Context: an optimization exercise on an open-source flow, tuned for a short achievable clock period and few clock cycles per item. The choices shown serve that exercise and are no tape-out recipe.
In this exercise RTL edits were held to simulation tests only and were not proved equivalent to the original.
Power figures rest on the tool's default switching activity, not on a simulated workload.

==> flow/design.v <==
`default_nettype none
package core_pkg;
    localparam int DATA_W     = 32;
    localparam int REG_ADDR_W = 5;
    localparam int NUM_REGS   = 32;
    typedef logic [DATA_W-1:0]     data_t;
    typedef logic [REG_ADDR_W-1:0] reg_addr_t;
    typedef logic [31:0]           inst_word_t;
    typedef logic [4:0]            alu_op_t;
    localparam alu_op_t ALU_ADD  = 5'h00;
    localparam alu_op_t ALU_SUB  = 5'h01;
    localparam alu_op_t ALU_SLT  = 5'h02;
    localparam alu_op_t ALU_SLTU = 5'h03;
    localparam alu_op_t ALU_AND  = 5'h04;
    localparam alu_op_t ALU_OR   = 5'h05;
    localparam alu_op_t ALU_NOR  = 5'h06;
    localparam alu_op_t ALU_XOR  = 5'h07;
    localparam alu_op_t ALU_SLL  = 5'h08;
    localparam alu_op_t ALU_SRL  = 5'h09;
    localparam alu_op_t ALU_SRA  = 5'h0a;
    localparam alu_op_t ALU_LUI  = 5'h0b;
    localparam logic [16:0] OPC17_ADD  = 17'h00020;
    localparam logic [16:0] OPC17_SUB  = 17'h00022;
    localparam logic [16:0] OPC17_SLT  = 17'h00024;
    localparam logic [16:0] OPC17_SLTU = 17'h00025;
    localparam logic [16:0] OPC17_NOR  = 17'h00028;
    localparam logic [16:0] OPC17_AND  = 17'h00029;
    localparam logic [16:0] OPC17_OR   = 17'h0002a;
    localparam logic [16:0] OPC17_XOR  = 17'h0002b;
    localparam logic [16:0] OPC17_SLL  = 17'h0002e;
    localparam logic [16:0] OPC17_SRL  = 17'h0002f;
    localparam logic [16:0] OPC17_SRA  = 17'h00030;
    localparam logic [16:0] OPC17_SLLI = 17'h00081;
    localparam logic [16:0] OPC17_SRLI = 17'h00089;
    localparam logic [16:0] OPC17_SRAI = 17'h00091;
    localparam logic [9:0] OPC10_SLTI  = 10'h008;
    localparam logic [9:0] OPC10_SLTUI = 10'h009;
    localparam logic [9:0] OPC10_ADDI  = 10'h00a;
    localparam logic [9:0] OPC10_ANDI  = 10'h00d;
    localparam logic [9:0] OPC10_ORI   = 10'h00e;
    localparam logic [9:0] OPC10_XORI  = 10'h00f;
    localparam logic [6:0] OPC7_LU12I = 7'h0a;
endpackage
`default_nettype wire
`timescale 1ns/100ps
`default_nettype none
module reg_file (
    input  logic                clk,
    input  logic [31:1]         i_rsel0,
    input  logic                i_kill0,
    input  logic                i_bsel0,
    input  logic [31:1]         i_rsel1,
    input  logic                i_kill1,
    input  logic                i_bsel1,
    input  core_pkg::data_t     i_bdata,
    input  core_pkg::data_t     i_or1,
    output core_pkg::data_t     o_rdata0,
    output core_pkg::data_t     o_rdata1,
    input  logic                i_we,
    input  core_pkg::reg_addr_t i_waddr,
    input  core_pkg::data_t     i_wdata
);
    logic [31:1][31:0] regs;
    always_ff @(posedge clk) begin
        for (int k = 1; k < 32; k++) begin
            if (i_we && i_waddr == core_pkg::reg_addr_t'(k)) begin
                regs[k] <= i_wdata;
            end
        end
    end
    logic [31:0] sel0, sel1;
    logic [31:0][31:0] ent;
    assign sel0 = {i_rsel0, 1'b0};
    assign sel1 = {i_rsel1, 1'b0};
    assign ent  = {regs, 32'd0};
    for (genvar i = 0; i < 32; i++) begin : g_bit
        logic [31:1] col;
        for (genvar k = 1; k < 32; k++) begin : g_col
            assign col[k] = ent[k][i];
        end
        rf_read_bit u_r0 (.i_sel(i_rsel0), .i_d(col), .i_kill(i_kill0), .i_bsel(i_bsel0),
                          .i_bd(i_bdata[i]), .i_or(1'b0), .o_y(o_rdata0[i]));
        rf_read_bit u_r1 (.i_sel(i_rsel1), .i_d(col), .i_kill(i_kill1), .i_bsel(i_bsel1),
                          .i_bd(i_bdata[i]), .i_or(i_or1[i]), .o_y(o_rdata1[i]));
    end
endmodule
module rf_read_bit (
    input  logic [31:1] i_sel,
    input  logic [31:1] i_d,
    input  logic        i_kill,
    input  logic        i_bsel,
    input  logic        i_bd,
    input  logic        i_or,
    output logic        o_y
);
    logic [15:0] l1;
    logic [3:0]  l2;
    logic [1:0]  l3;
    logic        l4;
    cg_nand2 u_l1_0 (.a(i_sel[1]), .b(i_d[1]), .y(l1[0]));
    for (genvar k = 1; k < 16; k++) begin : g_l1
        cg_a22oi u (.a1(i_sel[2*k]), .a2(i_d[2*k]), .b1(i_sel[2*k+1]), .b2(i_d[2*k+1]), .y(l1[k]));
    end
    for (genvar k = 0; k < 4; k++) begin : g_l2
        cg_nand4 u (.a(l1[4*k]), .b(l1[4*k+1]), .c(l1[4*k+2]), .d(l1[4*k+3]), .y(l2[k]));
    end
    for (genvar k = 0; k < 2; k++) begin : g_l3
        cg_nor2 u (.a(l2[2*k]), .b(l2[2*k+1]), .y(l3[k]));
    end
    cg_a21oi u_l4 (.a1(l3[0]), .a2(l3[1]), .b1(i_kill), .y(l4));
    cg_a211o u_l5 (.a1(i_bsel), .a2(i_bd), .b1(l4), .c1(i_or), .y(o_y));
endmodule
`default_nettype wire
`timescale 1ns/100ps
`default_nettype none
module inst_decode (
    input  core_pkg::inst_word_t i_inst,
    output logic                 o_matched,
    output core_pkg::reg_addr_t  o_rd,
    output logic                 o_wr,         
    output logic                 o_use_rj,     
    output logic                 o_use_rk,     
    output core_pkg::data_t      o_imm,        
    output logic                 o_add,        
    output logic                 o_sub,        
    output logic                 o_lt,         
    output logic                 o_signed,     
    output logic [3:0]           o_lut,        
    output logic                 o_sll,
    output logic                 o_sr,
    output logic                 o_arith
);
    logic [16:0] op17;
    logic [9:0]  op10;
    logic [6:0]  op7;
    logic        add, sub, slt, sltu, sll, sr, arith, use_rj, use_rk;
    logic [3:0]  lut;
    core_pkg::data_t imm;
    assign op17 = i_inst[31:15];
    assign op10 = i_inst[31:22];
    assign op7  = i_inst[31:25];
    always_comb begin
        o_matched = 1'b1;
        add    = 1'b0;
        sub    = 1'b0;
        slt    = 1'b0;
        sltu   = 1'b0;
        sll    = 1'b0;
        sr     = 1'b0;
        arith  = 1'b0;
        lut    = 4'b0000;
        use_rj = 1'b1;
        use_rk = 1'b0;
        imm    = '0;
        case (op17)
            core_pkg::OPC17_ADD:  begin add  = 1'b1; use_rk = 1'b1; end
            core_pkg::OPC17_SUB:  begin add  = 1'b1; sub = 1'b1; use_rk = 1'b1; end
            core_pkg::OPC17_SLT:  begin slt  = 1'b1; sub = 1'b1; use_rk = 1'b1; end
            core_pkg::OPC17_SLTU: begin sltu = 1'b1; sub = 1'b1; use_rk = 1'b1; end
            core_pkg::OPC17_NOR:  begin lut  = 4'b0001; use_rk = 1'b1; end
            core_pkg::OPC17_AND:  begin lut  = 4'b1000; use_rk = 1'b1; end
            core_pkg::OPC17_OR:   begin lut  = 4'b1110; use_rk = 1'b1; end
            core_pkg::OPC17_XOR:  begin lut  = 4'b0110; use_rk = 1'b1; end
            core_pkg::OPC17_SLL:  begin sll  = 1'b1; use_rk = 1'b1; end
            core_pkg::OPC17_SRL:  begin sr   = 1'b1; use_rk = 1'b1; end
            core_pkg::OPC17_SRA:  begin sr   = 1'b1; arith = 1'b1; use_rk = 1'b1; end
            core_pkg::OPC17_SLLI: begin sll  = 1'b1; imm = {27'd0, i_inst[14:10]}; end
            core_pkg::OPC17_SRLI: begin sr   = 1'b1; imm = {27'd0, i_inst[14:10]}; end
            core_pkg::OPC17_SRAI: begin sr   = 1'b1; arith = 1'b1; imm = {27'd0, i_inst[14:10]}; end
            default: begin
                case (op10)
                    core_pkg::OPC10_ADDI:  begin add  = 1'b1; imm = {{20{i_inst[21]}}, i_inst[21:10]}; end
                    core_pkg::OPC10_SLTI:  begin slt  = 1'b1; sub = 1'b1; imm = {{20{i_inst[21]}}, i_inst[21:10]}; end
                    core_pkg::OPC10_SLTUI: begin sltu = 1'b1; sub = 1'b1; imm = {{20{i_inst[21]}}, i_inst[21:10]}; end
                    core_pkg::OPC10_ANDI:  begin lut  = 4'b1000; imm = {20'd0, i_inst[21:10]}; end
                    core_pkg::OPC10_ORI:   begin lut  = 4'b1110; imm = {20'd0, i_inst[21:10]}; end
                    core_pkg::OPC10_XORI:  begin lut  = 4'b0110; imm = {20'd0, i_inst[21:10]}; end
                    default: begin
                        add       = 1'b1;
                        use_rj    = 1'b0;
                        imm       = {i_inst[24:5], 12'd0};
                        o_matched = (op7 == core_pkg::OPC7_LU12I);
                    end
                endcase
            end
        endcase
    end
    assign o_rd     = i_inst[4:0];
    assign o_wr     = |i_inst[4:0];
    assign o_use_rj = use_rj;
    assign o_use_rk = use_rk;
    assign o_imm    = imm;
    assign o_add    = add   & o_wr;
    assign o_sub    = sub;
    assign o_lt     = (slt | sltu) & o_wr;
    assign o_signed = slt;
    assign o_lut    = lut   & {4{o_wr}};
    assign o_sll    = sll   & o_wr;
    assign o_sr     = sr    & o_wr;
    assign o_arith  = arith;
endmodule
`default_nettype wire
`timescale 1ns/100ps
`default_nettype none
module alu_execute (
    input  core_pkg::data_t i_a,
    input  core_pkg::data_t i_b,
    input  core_pkg::data_t i_bx,       
    input  logic [9:0]      i_dl,       
    input  logic [9:0]      i_dr,       
    input  logic            i_sub,      
    input  logic            i_kadd,     
    input  logic            i_klt,      
    input  logic            i_signed,   
    input  logic [3:0]      i_lut,      
    input  logic            i_ksll,
    input  logic            i_ksr,
    input  logic            i_arith,
    input  logic            i_ea,
    input  logic            i_xa,       
    input  core_pkg::data_t i_pa,       
    input  logic            i_eb,
    input  logic            i_invb,     
    input  logic            i_xb,
    input  core_pkg::data_t i_pb,       
    input  core_pkg::data_t i_xd,       
    output core_pkg::data_t o_result,
    output core_pkg::data_t o_a_next,
    output core_pkg::data_t o_b_next,
    output core_pkg::data_t o_bx_next,
    output logic            o_b0_lon,   
    output logic            o_b0_hin,   
    output logic            o_c31
);
    logic [31:0]     p;         
    logic [31:0]     pn;
    logic [31:0]     c;         
    core_pkg::data_t bitwise;
    core_pkg::data_t sll2;      
    core_pkg::data_t sr2;       
    logic            fill;
    alu_carry u_carry (
        .i_a   (i_a),
        .i_bx  (i_bx),
        .i_sub (i_sub),
        .o_p   (p),
        .o_pn  (pn),
        .o_c   (c)
    );
    always_comb begin
        for (int i = 0; i < 32; i++) begin
            bitwise[i] = i_lut[{i_a[i], i_b[i]}];
        end
    end
    assign fill = i_arith & i_a[31];
    logic [9:0] d_shl, d_shr;
    assign d_shl = i_dl;
    assign d_shr = i_dr;
    alu_sll u_sll (.i_a(i_a), .i_d1(d_shl[3:0]), .i_d2(d_shl[7:4]), .o_y(sll2));
    alu_srx u_sr  (.i_a(i_a), .i_d1(d_shr[3:0]), .i_d2(d_shr[7:4]), .i_fill(fill), .o_y(sr2));
    logic bx31, gsel, lt_hi, lt_lo, s0;
    assign bx31  = i_bx[31];
    assign gsel  = i_signed ? (~i_a[31] & ~bx31) : (i_a[31] & bx31);
    assign lt_hi = i_klt & ~gsel & ~p[31];
    assign lt_lo = i_klt & ~gsel;
    assign s0    = p[0] ^ i_sub;
    logic ad_x, ad_a, ad_b;
    logic [1:0] fl_x, fl_a, fl_b, fr_x, fr_a, fr_b;
    assign ad_x = i_kadd;
    assign ad_a = i_ea & i_kadd;
    assign ad_b = i_eb & i_kadd;
    assign fl_x = d_shl[9:8];
    assign fl_a = d_shl[9:8] & {2{i_ea}};
    assign fl_b = d_shl[9:8] & {2{i_eb}};
    assign fr_x = d_shr[9:8];
    assign fr_a = d_shr[9:8] & {2{i_ea}};
    assign fr_b = d_shr[9:8] & {2{i_eb}};
    logic [31:0] tlo_x, thi_x, tlo_a, thi_a, tlo_b, thi_b;
    logic [31:0] csel;
    assign tlo_x[0] = ~((ad_x & s0) | lt_lo);
    assign thi_x[0] = ~((ad_x & s0) | lt_hi);
    assign tlo_a[0] = ~((ad_a & s0) | (i_ea & lt_lo));
    assign thi_a[0] = ~((ad_a & s0) | (i_ea & lt_hi));
    assign tlo_b[0] = ~((ad_b & s0) | (i_eb & lt_lo));
    assign thi_b[0] = ~((ad_b & s0) | (i_eb & lt_hi));
    assign csel[0]  = c[31];
    assign o_c31    = c[31];
    for (genvar i = 1; i < 32; i++) begin : g_t
        cg_nand2 u_tlo_x (.a(ad_x), .b(p[i]),  .y(tlo_x[i]));
        cg_nand2 u_thi_x (.a(ad_x), .b(pn[i]), .y(thi_x[i]));
        cg_nand2 u_tlo_a (.a(ad_a), .b(p[i]),  .y(tlo_a[i]));
        cg_nand2 u_thi_a (.a(ad_a), .b(pn[i]), .y(thi_a[i]));
        cg_nand2 u_tlo_b (.a(ad_b), .b(p[i]),  .y(tlo_b[i]));
        cg_nand2 u_thi_b (.a(ad_b), .b(pn[i]), .y(thi_b[i]));
        assign csel[i] = c[i];
    end
    logic [31:0] b_lon, b_hin;
    assign o_b0_lon = b_lon[0];
    assign o_b0_hin = b_hin[0];
    for (genvar i = 0; i < 32; i++) begin : g_m
        logic sr_hi;
        if (i < 16) begin : g_lo
            assign sr_hi = sr2[i+16];
            alu_merge_xn u_x (
                .i_c(csel[i]), .i_tlo(tlo_x[i]), .i_thi(thi_x[i]),
                .i_fl0(fl_x[0]), .i_sl0(sll2[i]),
                .i_fr0(fr_x[0]), .i_sr0(sr2[i]), .i_fr1(fr_x[1]), .i_sr1(sr_hi),
                .i_bw(bitwise[i]), .o_y(o_result[i]));
            alu_merge_n u_a (
                .i_c(csel[i]), .i_tlo(tlo_a[i]), .i_thi(thi_a[i]),
                .i_fl0(fl_a[0]), .i_sl0(sll2[i]),
                .i_fr0(fr_a[0]), .i_sr0(sr2[i]), .i_fr1(fr_a[1]), .i_sr1(sr_hi),
                .i_bwe(i_ea), .i_bw(bitwise[i]), .i_xe(i_xa), .i_xd(i_xd[i]), .i_pre(i_pa[i]), .o_y(o_a_next[i]));
            alu_merge_bn u_b (
                .i_c(csel[i]), .i_tlo(tlo_b[i]), .i_thi(thi_b[i]),
                .i_fl0(fl_b[0]), .i_sl0(sll2[i]),
                .i_fr0(fr_b[0]), .i_sr0(sr2[i]), .i_fr1(fr_b[1]), .i_sr1(sr_hi),
                .i_bwe(i_eb), .i_bw(bitwise[i]), .i_xe(i_xb), .i_xd(i_xd[i]), .i_pre(i_pb[i]), .i_inv(i_invb),
                .o_y(o_b_next[i]), .o_yx(o_bx_next[i]), .o_lon(b_lon[i]), .o_hin(b_hin[i]));
        end else begin : g_hi
            assign sr_hi = fill;
            alu_merge_x u_x (
                .i_c(csel[i]), .i_tlo(tlo_x[i]), .i_thi(thi_x[i]),
                .i_fl0(fl_x[0]), .i_sl0(sll2[i]), .i_fl1(fl_x[1]), .i_sl1(sll2[i-16]),
                .i_fr0(fr_x[0]), .i_sr0(sr2[i]), .i_fr1(fr_x[1]), .i_sr1(sr_hi),
                .i_bw(bitwise[i]), .o_y(o_result[i]));
            alu_merge u_a (
                .i_c(csel[i]), .i_tlo(tlo_a[i]), .i_thi(thi_a[i]),
                .i_fl0(fl_a[0]), .i_sl0(sll2[i]), .i_fl1(fl_a[1]), .i_sl1(sll2[i-16]),
                .i_fr0(fr_a[0]), .i_sr0(sr2[i]), .i_fr1(fr_a[1]), .i_sr1(sr_hi),
                .i_bwe(i_ea), .i_bw(bitwise[i]), .i_xe(i_xa), .i_xd(i_xd[i]), .i_pre(i_pa[i]), .o_y(o_a_next[i]));
            alu_merge_b u_b (
                .i_c(csel[i]), .i_tlo(tlo_b[i]), .i_thi(thi_b[i]),
                .i_fl0(fl_b[0]), .i_sl0(sll2[i]), .i_fl1(fl_b[1]), .i_sl1(sll2[i-16]),
                .i_fr0(fr_b[0]), .i_sr0(sr2[i]), .i_fr1(fr_b[1]), .i_sr1(sr_hi),
                .i_bwe(i_eb), .i_bw(bitwise[i]), .i_xe(i_xb), .i_xd(i_xd[i]), .i_pre(i_pb[i]), .i_inv(i_invb),
                .o_y(o_b_next[i]), .o_yx(o_bx_next[i]), .o_lon(b_lon[i]), .o_hin(b_hin[i]));
        end
    end
endmodule
module alu_merge (
    input  logic i_c,
    input  logic i_tlo,
    input  logic i_thi,
    input  logic i_fl0,
    input  logic i_sl0,
    input  logic i_fl1,
    input  logic i_sl1,
    input  logic i_fr0,
    input  logic i_sr0,
    input  logic i_fr1,
    input  logic i_sr1,
    input  logic i_bwe,
    input  logic i_bw,
    input  logic i_xe,
    input  logic i_xd,
    input  logic i_pre,
    output logic o_y
);
    logic n1, n2, n3, lo_n, hi_n;
    cg_a22oi u_n1 (.a1(i_fl0), .a2(i_sl0), .b1(i_fl1), .b2(i_sl1), .y(n1));
    cg_a22oi u_n2 (.a1(i_fr0), .a2(i_sr0), .b1(i_fr1), .b2(i_sr1), .y(n2));
    cg_a221oi u_n3 (.a1(i_bwe), .a2(i_bw), .b1(i_xe), .b2(i_xd), .c1(i_pre), .y(n3));
    cg_and4  u_lo (.a(n1), .b(n2), .c(n3), .d(i_tlo), .y(lo_n));
    cg_and4  u_hi (.a(n1), .b(n2), .c(n3), .d(i_thi), .y(hi_n));
    cg_mux2i u_y  (.s(i_c), .d0(lo_n), .d1(hi_n), .y(o_y));
endmodule
module alu_merge_n (
    input  logic i_c,
    input  logic i_tlo,
    input  logic i_thi,
    input  logic i_fl0,
    input  logic i_sl0,
    input  logic i_fr0,
    input  logic i_sr0,
    input  logic i_fr1,
    input  logic i_sr1,
    input  logic i_bwe,
    input  logic i_bw,
    input  logic i_xe,
    input  logic i_xd,
    input  logic i_pre,
    output logic o_y
);
    logic n1, n2, n3, lo_n, hi_n;
    cg_nand2 u_n1 (.a(i_fl0), .b(i_sl0), .y(n1));
    cg_a22oi u_n2 (.a1(i_fr0), .a2(i_sr0), .b1(i_fr1), .b2(i_sr1), .y(n2));
    cg_a221oi u_n3 (.a1(i_bwe), .a2(i_bw), .b1(i_xe), .b2(i_xd), .c1(i_pre), .y(n3));
    cg_and4  u_lo (.a(n1), .b(n2), .c(n3), .d(i_tlo), .y(lo_n));
    cg_and4  u_hi (.a(n1), .b(n2), .c(n3), .d(i_thi), .y(hi_n));
    cg_mux2i u_y  (.s(i_c), .d0(lo_n), .d1(hi_n), .y(o_y));
endmodule
module alu_merge_b (
    input  logic i_c,
    input  logic i_tlo,
    input  logic i_thi,
    input  logic i_fl0,
    input  logic i_sl0,
    input  logic i_fl1,
    input  logic i_sl1,
    input  logic i_fr0,
    input  logic i_sr0,
    input  logic i_fr1,
    input  logic i_sr1,
    input  logic i_bwe,
    input  logic i_bw,
    input  logic i_xe,
    input  logic i_xd,
    input  logic i_pre,
    input  logic i_inv,
    output logic o_y,
    output logic o_yx,
    output logic o_lon,
    output logic o_hin
);
    logic n1, n2, n3, lo_n, hi_n, lox_n, hix_n;
    cg_a22oi u_n1 (.a1(i_fl0), .a2(i_sl0), .b1(i_fl1), .b2(i_sl1), .y(n1));
    cg_a22oi u_n2 (.a1(i_fr0), .a2(i_sr0), .b1(i_fr1), .b2(i_sr1), .y(n2));
    cg_a221oi u_n3 (.a1(i_bwe), .a2(i_bw), .b1(i_xe), .b2(i_xd), .c1(i_pre), .y(n3));
    cg_and4  u_lo (.a(n1), .b(n2), .c(n3), .d(i_tlo), .y(lo_n));
    cg_and4  u_hi (.a(n1), .b(n2), .c(n3), .d(i_thi), .y(hi_n));
    cg_xor2  u_lox (.a(lo_n), .b(i_inv), .y(lox_n));
    cg_xor2  u_hix (.a(hi_n), .b(i_inv), .y(hix_n));
    cg_mux2i u_y  (.s(i_c), .d0(lo_n), .d1(hi_n), .y(o_y));
    cg_mux2i u_yx (.s(i_c), .d0(lox_n), .d1(hix_n), .y(o_yx));
    assign o_lon = lo_n;
    assign o_hin = hi_n;
endmodule
module alu_merge_bn (
    input  logic i_c,
    input  logic i_tlo,
    input  logic i_thi,
    input  logic i_fl0,
    input  logic i_sl0,
    input  logic i_fr0,
    input  logic i_sr0,
    input  logic i_fr1,
    input  logic i_sr1,
    input  logic i_bwe,
    input  logic i_bw,
    input  logic i_xe,
    input  logic i_xd,
    input  logic i_pre,
    input  logic i_inv,
    output logic o_y,
    output logic o_yx,
    output logic o_lon,
    output logic o_hin
);
    logic n1, n2, n3, lo_n, hi_n, lox_n, hix_n;
    cg_nand2 u_n1 (.a(i_fl0), .b(i_sl0), .y(n1));
    cg_a22oi u_n2 (.a1(i_fr0), .a2(i_sr0), .b1(i_fr1), .b2(i_sr1), .y(n2));
    cg_a221oi u_n3 (.a1(i_bwe), .a2(i_bw), .b1(i_xe), .b2(i_xd), .c1(i_pre), .y(n3));
    cg_and4  u_lo (.a(n1), .b(n2), .c(n3), .d(i_tlo), .y(lo_n));
    cg_and4  u_hi (.a(n1), .b(n2), .c(n3), .d(i_thi), .y(hi_n));
    cg_xor2  u_lox (.a(lo_n), .b(i_inv), .y(lox_n));
    cg_xor2  u_hix (.a(hi_n), .b(i_inv), .y(hix_n));
    cg_mux2i u_y  (.s(i_c), .d0(lo_n), .d1(hi_n), .y(o_y));
    cg_mux2i u_yx (.s(i_c), .d0(lox_n), .d1(hix_n), .y(o_yx));
    assign o_lon = lo_n;
    assign o_hin = hi_n;
endmodule
module alu_merge_x (
    input  logic i_c,
    input  logic i_tlo,
    input  logic i_thi,
    input  logic i_fl0,
    input  logic i_sl0,
    input  logic i_fl1,
    input  logic i_sl1,
    input  logic i_fr0,
    input  logic i_sr0,
    input  logic i_fr1,
    input  logic i_sr1,
    input  logic i_bw,
    output logic o_y
);
    logic n1, n2, n3, lo_n, hi_n;
    cg_a22oi u_n1 (.a1(i_fl0), .a2(i_sl0), .b1(i_fl1), .b2(i_sl1), .y(n1));
    cg_a22oi u_n2 (.a1(i_fr0), .a2(i_sr0), .b1(i_fr1), .b2(i_sr1), .y(n2));
    cg_inv   u_n3 (.a(i_bw), .y(n3));
    cg_and4  u_lo (.a(n1), .b(n2), .c(n3), .d(i_tlo), .y(lo_n));
    cg_and4  u_hi (.a(n1), .b(n2), .c(n3), .d(i_thi), .y(hi_n));
    cg_mux2i u_y  (.s(i_c), .d0(lo_n), .d1(hi_n), .y(o_y));
endmodule
module alu_merge_xn (
    input  logic i_c,
    input  logic i_tlo,
    input  logic i_thi,
    input  logic i_fl0,
    input  logic i_sl0,
    input  logic i_fr0,
    input  logic i_sr0,
    input  logic i_fr1,
    input  logic i_sr1,
    input  logic i_bw,
    output logic o_y
);
    logic n1, n2, n3, lo_n, hi_n;
    cg_nand2 u_n1 (.a(i_fl0), .b(i_sl0), .y(n1));
    cg_a22oi u_n2 (.a1(i_fr0), .a2(i_sr0), .b1(i_fr1), .b2(i_sr1), .y(n2));
    cg_inv   u_n3 (.a(i_bw), .y(n3));
    cg_and4  u_lo (.a(n1), .b(n2), .c(n3), .d(i_tlo), .y(lo_n));
    cg_and4  u_hi (.a(n1), .b(n2), .c(n3), .d(i_thi), .y(hi_n));
    cg_mux2i u_y  (.s(i_c), .d0(lo_n), .d1(hi_n), .y(o_y));
endmodule
module alu_sh4 (
    input  logic [3:0] i_d,
    input  logic       i_x0,
    input  logic       i_x1,
    input  logic       i_x2,
    input  logic       i_x3,
    output logic       o_y
);
    logic n0, n1;
    cg_a22oi u_n0 (.a1(i_d[0]), .a2(i_x0), .b1(i_d[1]), .b2(i_x1), .y(n0));
    cg_a22oi u_n1 (.a1(i_d[2]), .a2(i_x2), .b1(i_d[3]), .b2(i_x3), .y(n1));
    cg_nand2 u_y  (.a(n0), .b(n1), .y(o_y));
endmodule
module alu_sll (
    input  core_pkg::data_t i_a,
    input  logic [3:0]      i_d1,
    input  logic [3:0]      i_d2,
    output core_pkg::data_t o_y
);
    logic [31:0] l1;
    for (genvar i = 0; i < 32; i++) begin : g_i
        if (i >= 3) begin : g_a4
            alu_sh4 u1 (.i_d(i_d1), .i_x0(i_a[i]), .i_x1(i_a[i-1]), .i_x2(i_a[i-2]), .i_x3(i_a[i-3]), .o_y(l1[i]));
        end else if (i == 2) begin : g_a3
            alu_sh3 u1 (.i_d(i_d1[2:0]), .i_x0(i_a[2]), .i_x1(i_a[1]), .i_x2(i_a[0]), .o_y(l1[i]));
        end else if (i == 1) begin : g_a2
            alu_sh2 u1 (.i_d(i_d1[1:0]), .i_x0(i_a[1]), .i_x1(i_a[0]), .o_y(l1[i]));
        end else begin : g_a1
            cg_and2 u1 (.a(i_d1[0]), .b(i_a[0]), .y(l1[i]));
        end
        if (i >= 12) begin : g_b4
            alu_sh4 u2 (.i_d(i_d2), .i_x0(l1[i]), .i_x1(l1[i-4]), .i_x2(l1[i-8]), .i_x3(l1[i-12]), .o_y(o_y[i]));
        end else if (i >= 8) begin : g_b3
            alu_sh3 u2 (.i_d(i_d2[2:0]), .i_x0(l1[i]), .i_x1(l1[i-4]), .i_x2(l1[i-8]), .o_y(o_y[i]));
        end else if (i >= 4) begin : g_b2
            alu_sh2 u2 (.i_d(i_d2[1:0]), .i_x0(l1[i]), .i_x1(l1[i-4]), .o_y(o_y[i]));
        end else begin : g_b1
            cg_and2 u2 (.a(i_d2[0]), .b(l1[i]), .y(o_y[i]));
        end
    end
endmodule
module alu_sh3 (
    input  logic [2:0] i_d,
    input  logic       i_x0,
    input  logic       i_x1,
    input  logic       i_x2,
    output logic       o_y
);
    logic n0, n1;
    cg_a22oi u_n0 (.a1(i_d[0]), .a2(i_x0), .b1(i_d[1]), .b2(i_x1), .y(n0));
    cg_nand2 u_n1 (.a(i_d[2]), .b(i_x2), .y(n1));
    cg_nand2 u_y  (.a(n0), .b(n1), .y(o_y));
endmodule
module alu_sh2 (
    input  logic [1:0] i_d,
    input  logic       i_x0,
    input  logic       i_x1,
    output logic       o_y
);
    logic n0;
    cg_a22oi u_n0 (.a1(i_d[0]), .a2(i_x0), .b1(i_d[1]), .b2(i_x1), .y(n0));
    cg_inv   u_y  (.a(n0), .y(o_y));
endmodule
module alu_srx (
    input  core_pkg::data_t i_a,
    input  logic [3:0]      i_d1,
    input  logic [3:0]      i_d2,
    input  logic            i_fill,
    output core_pkg::data_t o_y
);
    logic [34:0] a;      
    logic [43:0] l1;     
    assign a = {{3{i_fill}}, i_a};
    assign l1[43:32] = {12{i_fill}};
    for (genvar i = 0; i < 32; i++) begin : g_i
        alu_sh4 u1 (.i_d(i_d1), .i_x0(a[i]), .i_x1(a[i+1]), .i_x2(a[i+2]), .i_x3(a[i+3]), .o_y(l1[i]));
        alu_sh4 u2 (.i_d(i_d2), .i_x0(l1[i]), .i_x1(l1[i+4]), .i_x2(l1[i+8]), .i_x3(l1[i+12]), .o_y(o_y[i]));
    end
endmodule
module alu_carry (
    input  core_pkg::data_t i_a,
    input  core_pkg::data_t i_bx,
    input  logic            i_sub,
    output logic [31:0]     o_p,
    output logic [31:0]     o_pn,
    output logic [31:0]     o_c
);
    logic [31:0] bx;
    assign bx = i_bx;
    logic [31:0] g [0:5];
    logic [31:0] t [0:5];
    for (genvar k = 0; k < 32; k++) begin : g_pg
        cg_xor2  u_p  (.a(i_a[k]), .b(bx[k]), .y(o_p[k]));
        cg_xnor2 u_pn (.a(i_a[k]), .b(bx[k]), .y(o_pn[k]));
    end
    cg_inv u_cin (.a(i_sub), .y(g[0][0]));
    assign t[0][0] = 1'b1;
    for (genvar j = 1; j < 32; j++) begin : g_l0
        cg_nand2 u_g (.a(i_a[j-1]), .b(bx[j-1]), .y(g[0][j]));
        cg_nor2  u_t (.a(i_a[j-1]), .b(bx[j-1]), .y(t[0][j]));
    end
    for (genvar l = 1; l <= 5; l++) begin : g_lv
        localparam int D = 1 << (l - 1);
        for (genvar j = 0; j < 32; j++) begin : g_n
            if (j < D) begin : g_pass
                cg_inv u_g (.a(g[l-1][j]), .y(g[l][j]));
                assign t[l][j] = 1'b0;
            end else if (l % 2 == 1) begin : g_odd
                cg_o21ai u_g (.a1(t[l-1][j]), .a2(g[l-1][j-D]), .b1(g[l-1][j]), .y(g[l][j]));
                if (j >= 2 * D) begin : g_t
                    cg_nor2 u_t (.a(t[l-1][j]), .b(t[l-1][j-D]), .y(t[l][j]));
                end else begin : g_not
                    assign t[l][j] = 1'b0;
                end
            end else begin : g_even
                cg_a21oi u_g (.a1(t[l-1][j]), .a2(g[l-1][j-D]), .b1(g[l-1][j]), .y(g[l][j]));
                if (j >= 2 * D) begin : g_t
                    cg_nand2 u_t (.a(t[l-1][j]), .b(t[l-1][j-D]), .y(t[l][j]));
                end else begin : g_not
                    assign t[l][j] = 1'b0;
                end
            end
        end
    end
    assign o_c = g[5];
endmodule
module cg_inv (input logic a, output logic y);
    assign y = ~a;
endmodule
module cg_and2 (input logic a, input logic b, output logic y);
    assign y = a & b;
endmodule
module cg_nand2 (input logic a, input logic b, output logic y);
    assign y = ~(a & b);
endmodule
module cg_nor2 (input logic a, input logic b, output logic y);
    assign y = ~(a | b);
endmodule
module cg_andn (input logic a, input logic b, output logic y);
    assign y = a & ~b;
endmodule
module cg_xor2 (input logic a, input logic b, output logic y);
    assign y = a ^ b;
endmodule
module cg_xnor2 (input logic a, input logic b, output logic y);
    assign y = ~(a ^ b);
endmodule
module cg_nand3 (input logic a, input logic b, input logic c, output logic y);
    assign y = ~(a & b & c);
endmodule
module cg_nand4 (input logic a, input logic b, input logic c, input logic d, output logic y);
    assign y = ~(a & b & c & d);
endmodule
module cg_a21oi (input logic a1, input logic a2, input logic b1, output logic y);
    assign y = ~((a1 & a2) | b1);
endmodule
module cg_o21ai (input logic a1, input logic a2, input logic b1, output logic y);
    assign y = ~((a1 | a2) & b1);
endmodule
module cg_a211o (input logic a1, input logic a2, input logic b1, input logic c1, output logic y);
    assign y = (a1 & a2) | b1 | c1;
endmodule
module cg_a221oi (input logic a1, input logic a2, input logic b1, input logic b2, input logic c1, output logic y);
    assign y = ~((a1 & a2) | (b1 & b2) | c1);
endmodule
module cg_a22oi (input logic a1, input logic a2, input logic b1, input logic b2, output logic y);
    assign y = ~((a1 & a2) | (b1 & b2));
endmodule
module cg_mux2 (input logic s, input logic d0, input logic d1, output logic y);
    assign y = s ? d1 : d0;
endmodule
module cg_mux2i (input logic s, input logic d0, input logic d1, output logic y);
    assign y = ~(s ? d1 : d0);
endmodule
module cg_and4 (input logic a, input logic b, input logic c, input logic d, output logic y);
    assign y = a & b & c & d;
endmodule
`default_nettype wire
`timescale 1ns/100ps
`default_nettype none
module writeback_stage #(
    parameter int DEPTH = 8,
    parameter int PW    = 3
) (
    input  logic                clk,
    input  logic                rstn,
    input  logic                i_valid,
    input  core_pkg::reg_addr_t i_rd,
    input  core_pkg::data_t     i_data,
    input  logic                i_ready_out,
    output logic                o_valid,
    output core_pkg::reg_addr_t o_rd,
    output core_pkg::data_t     o_data,
    output logic [PW:0]         o_count
);
    core_pkg::reg_addr_t q_rd   [DEPTH];
    core_pkg::data_t     q_data [DEPTH];
    logic [PW-1:0]       wr_ptr;
    logic [PW-1:0]       rd_ptr;
    logic [PW-1:0]       rd_ptr1;
    logic [PW:0]         count;
    logic                take;
    logic                c_ge1, c_ge2, c_is0, c_is1;
    core_pkg::reg_addr_t stay_rd, next_rd;
    core_pkg::data_t     stay_data, next_data;
    assign take    = o_valid & i_ready_out;
    assign rd_ptr1 = rd_ptr + 1'b1;
    assign c_is0   = (count == '0);
    assign c_is1   = (count == (PW+1)'(1));
    assign c_ge1   = ~c_is0;
    assign c_ge2   = ~c_is0 & ~c_is1;
    assign stay_rd   = c_is0 ? i_rd   : q_rd[rd_ptr];
    assign stay_data = c_is0 ? i_data : q_data[rd_ptr];
    assign next_rd   = c_is1 ? i_rd   : q_rd[rd_ptr1];
    assign next_data = c_is1 ? i_data : q_data[rd_ptr1];
    always_ff @(posedge clk) begin
        if (!rstn) begin
            wr_ptr  <= '0;
            rd_ptr  <= '0;
            count   <= '0;
            o_valid <= 1'b0;
        end else begin
            if (i_valid) wr_ptr <= wr_ptr + 1'b1;
            rd_ptr  <= take ? rd_ptr1 : rd_ptr;
            count   <= take ? (count + (PW+1)'(i_valid) - 1'b1) : (count + (PW+1)'(i_valid));
            o_valid <= take ? (c_ge2 | i_valid) : (c_ge1 | i_valid);
        end
    end
    always_ff @(posedge clk) begin
        if (i_valid) begin
            q_rd[wr_ptr]   <= i_rd;
            q_data[wr_ptr] <= i_data;
        end
        o_rd   <= take ? next_rd   : stay_rd;
        o_data <= take ? next_data : stay_data;
    end
    assign o_count = count;
endmodule
`default_nettype wire
`timescale 1ns/100ps
`default_nettype none
module int_core_top (
    input  logic                 clk,
    input  logic                 rstn,
    input  logic                 i_inst_valid,
    input  core_pkg::inst_word_t i_inst,
    output logic                 o_inst_ready,
    output logic                 o_wb_valid,
    output core_pkg::reg_addr_t  o_wb_rd,
    output core_pkg::data_t      o_wb_data,
    input  logic                 i_wb_ready
);
    localparam int QDEPTH = 8;
    localparam int QPW    = 3;
    localparam int CAP    = QDEPTH;
    logic                 ir_v;
    core_pkg::inst_word_t ir;
    logic                 ready_q;
    logic [31:1]          ir_ohA, ir_ohB;
    logic                 ir_anz, ir_bnz;
    logic                 ir_mA1, ir_mA2, ir_mA3, ir_mB1, ir_mB2, ir_mB3;
    core_pkg::reg_addr_t  rr_rd;
    core_pkg::reg_addr_t  ex_rd;
    always_ff @(posedge clk) begin
        ir_v   <= rstn & i_inst_valid & ready_q;
        ir     <= i_inst;
        for (int k = 1; k < 32; k++) begin
            ir_ohA[k] <= (i_inst[9:5]   == core_pkg::reg_addr_t'(k));
            ir_ohB[k] <= (i_inst[14:10] == core_pkg::reg_addr_t'(k));
        end
        ir_anz <= (i_inst[31:25] != core_pkg::OPC7_LU12I) & (i_inst[9:5] != '0);
        ir_bnz <= (i_inst[31:21] == '0) & (i_inst[14:10] != '0);
        ir_mA1 <= (i_inst[9:5]   == ir[4:0]);
        ir_mA2 <= (i_inst[9:5]   == rr_rd);
        ir_mB1 <= (i_inst[14:10] == ir[4:0]);
        ir_mB2 <= (i_inst[14:10] == rr_rd);
        ir_mA3 <= (i_inst[9:5]   == ex_rd);
        ir_mB3 <= (i_inst[14:10] == ex_rd);
    end
    logic                matched;
    core_pkg::reg_addr_t dec_rd;
    logic                dec_wr, dec_use_rj, dec_use_rk;
    core_pkg::data_t     dec_imm;
    logic                dec_add, dec_sub, dec_lt, dec_signed, dec_sll, dec_sr, dec_arith;
    logic [3:0]          dec_lut;
    inst_decode u_decode (
        .i_inst    (ir),
        .o_matched (matched),
        .o_rd      (dec_rd),
        .o_wr      (dec_wr),
        .o_use_rj  (dec_use_rj),
        .o_use_rk  (dec_use_rk),
        .o_imm     (dec_imm),
        .o_add     (dec_add),
        .o_sub     (dec_sub),
        .o_lt      (dec_lt),
        .o_signed  (dec_signed),
        .o_lut     (dec_lut),
        .o_sll     (dec_sll),
        .o_sr      (dec_sr),
        .o_arith   (dec_arith)
    );
    logic                rr_v;
    logic                rr_wr;
    core_pkg::data_t     rr_preA, rr_preB;    
    logic                rr_eA, rr_eB;        
    logic                rr_xA, rr_xB;        
    logic                rr_add, rr_sub, rr_lt, rr_signed, rr_sll, rr_sr, rr_arith;
    logic [3:0]          rr_lut;
    logic                ex_v;
    logic                ex_wr;
    core_pkg::data_t     ex_a, ex_b;
    core_pkg::data_t     ex_bx;               
    logic [9:0]          ex_dl, ex_dr;        
    logic                ex_add, ex_sub, ex_lt, ex_signed, ex_sll, ex_sr, ex_arith;
    logic [3:0]          ex_lut;
    logic                xr_v;
    core_pkg::reg_addr_t xr_rd;
    logic                xr_wr;
    core_pkg::data_t     xr_data;
    logic fwdA_e, fwdA_x, fwdA_w, fwdB_e, fwdB_x, fwdB_w;
    assign fwdA_e = ir_anz & ir_mA1 & rr_v & rr_wr;
    assign fwdA_x = ir_anz & ir_mA2 & ex_v & ex_wr & ~fwdA_e;
    assign fwdA_w = ir_anz & ir_mA3 & xr_v & xr_wr & ~fwdA_e & ~fwdA_x;
    assign fwdB_e = ir_bnz & ir_mB1 & rr_v & rr_wr;
    assign fwdB_x = ir_bnz & ir_mB2 & ex_v & ex_wr & ~fwdB_e;
    assign fwdB_w = ir_bnz & ir_mB3 & xr_v & xr_wr & ~fwdB_e & ~fwdB_x;
    core_pkg::data_t pre_a, pre_b;
    reg_file u_regs (
        .clk      (clk),
        .i_rsel0  (ir_ohA),
        .i_kill0  (~ir_anz | fwdA_e | fwdA_x | fwdA_w),
        .i_bsel0  (fwdA_w),
        .i_rsel1  (ir_ohB),
        .i_kill1  (~ir_bnz | fwdB_e | fwdB_x | fwdB_w),
        .i_bsel1  (fwdB_w),
        .i_bdata  (xr_data),
        .i_or1    (dec_imm),
        .o_rdata0 (pre_a),
        .o_rdata1 (pre_b),
        .i_we     (xr_v & xr_wr),
        .i_waddr  (xr_rd),
        .i_wdata  (xr_data)
    );
    always_ff @(posedge clk) begin
        if (!rstn) begin
            rr_v <= 1'b0;
        end else begin
            rr_v <= ir_v & matched;
        end
    end
    always_ff @(posedge clk) begin
        rr_rd     <= dec_rd;
        rr_wr     <= dec_wr;
        rr_preA   <= pre_a;
        rr_preB   <= pre_b;
        rr_eA     <= fwdA_e;
        rr_eB     <= fwdB_e;
        rr_xA     <= fwdA_x;
        rr_xB     <= fwdB_x;
        rr_add    <= dec_add;
        rr_sub    <= dec_sub;
        rr_lt     <= dec_lt;
        rr_signed <= dec_signed;
        rr_lut    <= dec_lut;
        rr_sll    <= dec_sll;
        rr_sr     <= dec_sr;
        rr_arith  <= dec_arith;
    end
    always_ff @(posedge clk) begin
        if (!rstn) begin
            ex_v <= 1'b0;
        end else begin
            ex_v <= rr_v;
        end
    end
    core_pkg::data_t result, a_next, b_next, bx_next;
    logic [9:0]      dl_next, dr_next;
    logic            b0_lon, b0_hin, c31;
    always_ff @(posedge clk) begin
        ex_rd     <= rr_rd;
        ex_wr     <= rr_wr;
        ex_a      <= a_next;
        ex_b      <= b_next;
        ex_bx     <= bx_next;
        ex_dl     <= dl_next;
        ex_dr     <= dr_next;
        ex_add    <= rr_add;
        ex_sub    <= rr_sub;
        ex_lt     <= rr_lt;
        ex_signed <= rr_signed;
        ex_lut    <= rr_lut;
        ex_sll    <= rr_sll;
        ex_sr     <= rr_sr;
        ex_arith  <= rr_arith;
    end
    alu_execute u_execute (
        .i_a        (ex_a),
        .i_b        (ex_b),
        .i_bx       (ex_bx),
        .i_dl       (ex_dl),
        .i_dr       (ex_dr),
        .i_sub      (ex_sub),
        .i_kadd     (ex_add),
        .i_klt      (ex_lt),
        .i_signed   (ex_signed),
        .i_lut      (ex_lut),
        .i_ksll     (ex_sll),
        .i_ksr      (ex_sr),
        .i_arith    (ex_arith),
        .i_ea       (rr_eA),
        .i_xa       (rr_xA),
        .i_pa       (rr_preA),
        .i_eb       (rr_eB),
        .i_invb     (rr_sub),
        .i_xb       (rr_xB),
        .i_pb       (rr_preB),
        .i_xd       (xr_data),
        .o_result   (result),
        .o_a_next   (a_next),
        .o_b_next   (b_next),
        .o_bx_next  (bx_next),
        .o_b0_lon   (b0_lon),
        .o_b0_hin   (b0_hin),
        .o_c31      (c31)
    );
    function automatic logic [9:0] onehot_amount(input logic [4:0] sh, input logic en);
        logic [9:0] d;
        for (int j = 0; j < 4; j++) begin
            d[j]   = en & (sh[1:0] == 2'(j));
            d[4+j] = en & (sh[3:2] == 2'(j));
        end
        d[8] = en & ~sh[4];
        d[9] = en & sh[4];
        onehot_amount = d;
    endfunction
    logic [9:0] dl_lo, dl_hi, dr_lo, dr_hi;
    assign dl_lo = onehot_amount({b_next[4:1], ~b0_lon}, rr_sll);
    assign dl_hi = onehot_amount({b_next[4:1], ~b0_hin}, rr_sll);
    assign dr_lo = onehot_amount({b_next[4:1], ~b0_lon}, rr_sr);
    assign dr_hi = onehot_amount({b_next[4:1], ~b0_hin}, rr_sr);
    for (genvar j = 0; j < 4; j++) begin : g_d0
        cg_mux2 u_l (.s(c31), .d0(dl_lo[j]), .d1(dl_hi[j]), .y(dl_next[j]));
        cg_mux2 u_r (.s(c31), .d0(dr_lo[j]), .d1(dr_hi[j]), .y(dr_next[j]));
    end
    assign dl_next[9:4] = dl_lo[9:4];
    assign dr_next[9:4] = dr_lo[9:4];
    always_ff @(posedge clk) begin
        if (!rstn) begin
            xr_v <= 1'b0;
        end else begin
            xr_v <= ex_v;
        end
    end
    always_ff @(posedge clk) begin
        xr_rd   <= ex_rd;
        xr_wr   <= ex_wr;
        xr_data <= result;
    end
    logic [QPW:0] q_count;
    writeback_stage #(.DEPTH(QDEPTH), .PW(QPW)) u_writeback (
        .clk         (clk),
        .rstn        (rstn),
        .i_valid     (xr_v),
        .i_rd        (xr_rd),
        .i_data      (xr_data),
        .i_ready_out (i_wb_ready),
        .o_valid     (o_wb_valid),
        .o_rd        (o_wb_rd),
        .o_data      (o_wb_data),
        .o_count     (q_count)
    );
    logic [5:0] held;
    assign held = 6'(ir_v) + 6'(rr_v) + 6'(ex_v) + 6'(xr_v) + 6'(q_count)
                + 6'(ready_q);
    always_ff @(posedge clk) begin
        if (!rstn) begin
            ready_q <= 1'b1;
        end else begin
            ready_q <= (held < 6'(CAP));
        end
    end
    assign o_inst_ready = ready_q;
endmodule
`default_nettype wire
==> flow/run.sh <==
#!/bin/bash
# synth_recipe.tcl (not shown) runs the flow's synth.tcl, then flattens the netlist and writes it again
# the make line also repeats each setting of config.mk as NAME=value (left out here)
make -C /OpenROAD-flow-scripts/flow DESIGN_CONFIG=/design/flow/config.mk WORK_HOME=/design/flow/orfs CLKGATE_MAP_FILE= SYNTH_SCRIPT=/design/flow/synth_recipe.tcl finish
==> flow/config.mk <==
export PLATFORM = sky130hd
export DESIGN_NAME = int_core_top
export DESIGN_NICKNAME = int_core_top
export VERILOG_FILES = /design/flow/design.v
export SDC_FILE = /design/flow/constraint.sdc
export NUM_CORES = 4
export LEC_CHECK = 0
export CAP_MARGIN = 20
export CORE_MARGIN = 2
export CORE_UTILIZATION = 40
export CTS_CLUSTER_DIAMETER = 120
export CTS_CLUSTER_SIZE = 25
export SETUP_SLACK_MARGIN = 3.0
export SLEW_MARGIN = 20
export SYNTH_HIERARCHICAL = 1
export SYNTH_MINIMUM_KEEP_SIZE = 0
==> flow/constraint.sdc <==
create_clock -name core_clock -period 5.2 [get_ports {clk}]
set_input_delay 1.0400 -clock core_clock [delete_from_list [all_inputs] [get_ports {clk}]]
set_output_delay 1.0400 -clock core_clock [all_outputs]
set_load 0.01 [all_outputs]
==> impl_metrics.csv, run 1 <==
group,metric,value,unit
setup_path,crit_end,"ex_dr[3]",
setup_path,cp-end-kind,"flop",
routing,drtAntennaViolNets,0,
timing,whs,332,ps
finish,most-common-layout-cells,"1340 x a22oi_2, 1288 x edfxtp_1, 429 x nand2_1, 325 x buf_4, 261 x nand4_1",
timing,tightest_slew,922,ps
placement,io_buffers,74,
timing,period_share,0.454,
global_route,grt_pass1_vias,57624,
setup_path,cp.required,5880,ps
clock_network,clock_sinks,1700,
routing,wire_per_inst,35.0,um
clock_network,cts_buffers,80,
clock_network,cts_root_buf,"clkbuf_16",
setup_path,reg2reg_to,"ex_dr[3]",
synth,syn-cell-area,0.0842,mm2
routing,wirelength,323000,um
setup_path,ff2ff_path_depth,12,
finish,nets,6392,
setup_path,critPathMaxFanout,7,
finish,fillers,18303,
placement,dpl.hpwl,198000,um
placement,placed_cell_area,0.0902,mm2
floorplanning,die_area,0.214,mm2
global_route,grt_max_degree,67,
floorplanning,rows,168,
clock_network,clk_pin_slew,110,ps
synth,yosysWarnings,16,
clock_network,cts_hold_buf,0,
clock_network,cts_tree,"yes",
global_route,grt_pass1_wl,443000,um
pwr,ir_worst_vdd,0.251,mV
timing,rsz0062_at_grt,"true",
routing,route.detailed.drc,0,
clock_network,clockBufferDepth,3,
setup_path,cp-startpoint,"ex_dr[0]",
timing,setup_ws,2840,ps
setup_path,r2r_slack,2840,ps
pwr,p_leak,0.0295,uW
floorplanning,die_x,463,um
floorplanning,die_height,463,um
global_route,track_usage,0.288,
placement,place.gp.congestion,0.965,
global_route,globalRouteOverflowTotal,0,
routing,drt_iter0_drc,7634,
timing,slew_viol_final,0,
timing,setup_viol,0,
routing,first_pass_iters,6,
routing,vias,60759,
setup_path,reg2reg_from,"ex_dr[0]",
floorplanning,ios,75,
global_route,antenna_found_initial,34,
pwr,power,31400,uW
run_status,status,"finished clean",
pwr,powerDensity,322,mW/mm2
timing,tns,0,ps
min_path,hold_class,"flop to flop",
synth,syn_inst,5792,
timing,max_slew_margin,0.385,
routing,vias_per_cell,6.59,
synth,postSynthAreaPerCell,14.5,um2
floorplanning,start_util,0.402,
clock_network,clk_latency,800,ps
floorplanning,core_area,0.209,mm2
timing,min_period,2360,ps
run,drv_cap,0,
finish,area_growth,15.8,%
finish,finish.instance_area,0.0975,mm2
timing,finalHoldViolCount,0,
timing,max_freq,0.424,GHz
timing,skew,62.8,ps
setup_path,crit_path_start_kind,"flop",
clock_network,htreeDepth,3,
finish,drive_above_1_share,0.455,
finish,layout_commonest_cell,"a22oi_2",
setup_path,worstSetupPathType,"flop to flop",
placement,pre_cts_ws,1860,ps
setup_path,worst_ep_arrival_time,3040,ps
==> per-layer routing <==
| layer | part of all wire | track usage |
|---|---|---|
| met1 | 0.40 | 0.385 |
| met2 | 0.44 | 0.439 |
| met3 | 0.099 | 0.0648 |
| met4 | 0.058 | 0.142 |
| met5 | 0.00011 | 0 |
==> critical path, stage by stage, from the launching register on <==
cell and delay (ps):
dfxtp_4 410, buf_4 140, buf_4 120, a22oi_2 150, nand2_1 90, a22oi_2 200
nand2_2 110, a22oi_2 220, and4_4 270, mux2i_4 100, nand2_2 120, nor2_1 60
mux2_4 260
==> power by group <==
part / total, uW / switching [uW] / internal, uW
Sequential: 16900 / 733 / 16200
Combinational: 6930 / 4750 / 2180
Clock: 7560 / 4570 / 3000
==> per-stage QoR <==
stage | utilization | instances
6_report | 0.466 | 9220
2_1_floorplan | - | 5823
4_1_cts | 0.455 | 9077
3_5_place_dp | 0.431 | 8789
5_1_grt | 0.466 | 9217
3_3_place_gp | 0.431 | 8785
==> registers in the layout, indices dropped and copies added (netlist names), 32 cells and up, named ones only <==
name / cells
u_regs.regs: 992
rr_preA: 32
ex_bx: 32
ex_b: 32
xr_data: 32
rr_preB: 32
u_writeback.q_rd: 40
ex_a: 32
u_writeback.q_data: 256
ir: 32
u_writeback.o_data: 32
==> cell type report <==
cell class              count  area (um2)  area share
diodes                     12        30.0    0.000308
repair buffers            533        5380      0.0552
clock inverters            16         277     0.00283
well taps                2805        3510      0.0360
inverters                  81         327     0.00335
clock buffers             123        2160      0.0222
flip-flops and latches   1700       47300       0.485
multi-input cells        3950       38500       0.395
==> timing repair <==
item                                     CTS  global route
setup buffers                            131           124
gates cloned                              18             7
pin swaps                                 55           163
gates resized for setup                  552           284
endpoints found under the setup margin  1362           401
==> worst min path at each step <==
stage | cells after the start | from | endpoint
2_1_floorplan | 0 | rr_add | ex_add
3_3_place_gp | 0 | rr_lut[2] | ex_lut[2]
3_5_place_dp | 0 | rr_add | ex_add
4_1_cts | 0 | rr_lut[3] | ex_lut[3]
5_1_grt | 0 | rr_lut[3] | ex_lut[3]
6_report | 0 | rr_arith | ex_arith
Testbench counts, summed over its fixed seeds: cycles 17,480, items 16,000.
==> run 2, diff against run 1 <==
--- a/flow/config.mk
+++ b/flow/config.mk
@@ -7,7 +7,7 @@
 export LEC_CHECK = 0
 export CAP_MARGIN = 20
 export CORE_MARGIN = 2
-export CORE_UTILIZATION = 40
+export CORE_UTILIZATION = 30
 export CTS_CLUSTER_DIAMETER = 120
 export CTS_CLUSTER_SIZE = 25
 export SETUP_SLACK_MARGIN = 3.0
==> impl_metrics.csv, run 2 <==
group,metric,value,unit
setup_path,r2r_slack,2830,ps
synth,postSynthAreaPerCell,14.5,um2
placement,dpl.cell_count,9707,
setup_path,crit_path_start_kind,"flop",
floorplanning,rows,194,
routing,first_pass_iters,8,
pwr,switching_power,10100,uW
finish,nets,6423,
routing,drt_iter0_drc,7188,
finish,largest_reg_flops,992,
global_route,grt_pass1_wl,450000,um
finish,finish.instance_area,0.0990,mm2
placement,placed_cell_area,0.0914,mm2
setup_path,worst_ep_arrival_time,3000,ps
placement,dpl.hpwl,201000,um
floorplanning,die_x,534,um
pwr,p_leak,0.0297,uW
floorplanning,die_height,534,um
setup_path,ff2ff_path_depth,7,
finish,drive_above_1_share,0.458,
pwr,combPwrFrac,0.211,
setup_path,reg2reg_from,"rr_eB",
synth,syn_inst,5792,
setup_path,reg2reg_to,"ex_dl[0]",
clock_network,cts_hold_buf,0,
finish,fin_util,0.354,
setup_path,crit_end,"ex_dl[0]",
setup_path,cp-end-kind,"flop",
run_status,status,"finished clean",
timing,period_share,0.455,
timing,min_period,2370,ps
min_path,hold_class,"flop to flop",
finish,top_register,"u_regs.regs",
global_route,antenna_found_initial,28,
synth,yosysWarnings,16,
clock_network,clockBufferDepth,3,
pwr,ir_worst_vdd,0.273,mV
pwr,power_frac_seq,0.548,
finish,layout_commonest_cell,"a22oi_2",
clock_network,cts_root_buf,"clkbuf_16",
timing,max_slew_margin,0.201,
global_route,grt_pass1_vias,58622,
floorplanning,ios,75,
clock_network,cts_tree,"yes",
clock_network,clk_latency,790,ps
setup_path,cp-startpoint,"rr_eB",
global_route,track_usage,0.219,
routing,vias_per_cell,5.98,
routing,route.detailed.drc,0,
clock_network,htreeDepth,3,
timing,skew,47.2,ps
timing,tns,0,ps
routing,drtAntennaViolNets,0,
pwr,clockPowerShare,0.241,
floorplanning,core_area,0.279,mm2
timing,tightest_slew,1200,ps
routing,wirelength,330000,um
finish,reg_top3,"u_regs.regs: 992 flops, u_writeback.q_data: 256 flops, u_writeback.q_rd: 40 flops",
run,drv_cap,0,
finish,final_cells,10172,
pwr,p_int,21400,uW
clock_network,clock_sinks,1700,
pwr,swShare,0.320,
floorplanning,die_area,0.285,mm2
placement,io_buffers,74,
placement,place.gp.congestion,1.00,
setup_path,worstSetupPathType,"flop to flop",
clock_network,clk_pin_slew,110,ps
timing,setup_viol,0,
timing,slew_viol_final,0,
timing,max_freq,0.423,GHz
floorplanning,start_util,0.301,
setup_path,cp.required,5840,ps
finish,most-common-layout-cells,"1340 x a22oi_2, 1288 x edfxtp_1, 442 x nand2_1, 343 x buf_4, 261 x nand4_1",
setup_path,critPathMaxFanout,15,
synth,syn-cell-area,0.0842,mm2
routing,wire_per_inst,32.4,um
routing,vias,60879,
clock_network,cts_buffers,80,
global_route,globalRouteOverflowTotal,0,
finish,area_growth,17.5,%
timing,rsz0062_at_grt,"true",
timing,whs,333,ps
timing,finalHoldViolCount,0,
global_route,grt_max_degree,46,
pwr,powerDensity,317,mW/mm2
==> run 2: repair_timing <==
| action | 4_1_cts | 5_1_grt |
|---|---|---|
| cloned | 23 | 8 |
| endpoints found under the setup margin | 1418 | 668 |
| resized for setup | 625 | 216 |
| buffers inserted | 158 | 123 |
| pin swaps | 105 | 135 |
==> run 2: power groups by stage <==
stage                     clock network [uW]  logic, uW  registers [uW]
after floorplan                            0       2580           17600
final                                   7560       6630           17200
after global routing                    8120       6870           17200
after global placement                     0       5860           17500
after CTS                               7660       6290           17200
after detailed placement                   0       5950           17500
==> run 2: routing by layer <==
metal  share of wire  global-route usage  routed length [um]  vias up
met1            0.38               0.269              126000    31793
met5         0.00097             0.00616                 320        -
li1                -                   -                   -    25104
met2            0.46               0.347              150000     3230
met4           0.069               0.133               22600       12
met3           0.092              0.0539               30400      740
==> run 2: critical path: stages (launching register included) <==
cell and delay (ps):
dfxtp_4 620, and2_4 470, nand2_1 130, and4_4 230
mux2i_4 240, nand2b_4 200, nor2_1 50, mux2_4 270
==> run 2: per-stage QoR <==
step,worst slack (ps),total power [uW]
after floorplan,2400,20200
after global placement,2020,23300
after detailed placement,1980,23400
after CTS,2800,31200
after global routing,2820,32200
final,2830,31400
==> run 2: cell type report <==
cell class	instances	area [um2]
clock inverter	12	161
sequential	1700	47400
antenna	19	47.5
fill	26542	180000
multi-input combinational	3954	38500
clock buffer	122	2200
tap	3724	4660
inverter	81	313
timing repair buffer	560	5740
==> run 2: worst min-delay path by stage <==
stage / from / to / cells past startpoint
2_1_floorplan: rr_add / ex_add / 0
3_3_place_gp: rr_lut[1] / ex_lut[1] / 0
3_5_place_dp: rr_lut[3] / ex_lut[3] / 0
4_1_cts: rr_lut[3] / ex_lut[3] / 0
5_1_grt: rr_lut[3] / ex_lut[3] / 0
6_report: rr_lut[3] / ex_lut[3] / 0

==> re-timing with driven ports <==
Ports are ideal in the flow. The routed layouts listed here were re-timed in OpenROAD. Step 1 assumes that a clkbuf_16 drives the clock port and a buf_2 every other input. Step 2, shift: input delay + t, output delay - t, t = (earliest + latest rising clock arrival at the registers) / 2. This alone moves slack from input paths to output paths. Slacks: no drivers / after step 1 / after step 2; pairs: no drivers / after step 1.
run	t (ns)	setup slack, ns	latest minus earliest clock arrival (ns)
run 1	0.855	2.841 / 2.798 / 2.152	0.063 / 0.063
run 2	0.853	2.835 / 2.765 / 1.963	0.057 / 0.057
After both steps setup and hold are still met in every run listed. The setup slack of run 2, which loses most, moves by -0.070 ns with the drivers and by -0.872 ns with both steps.
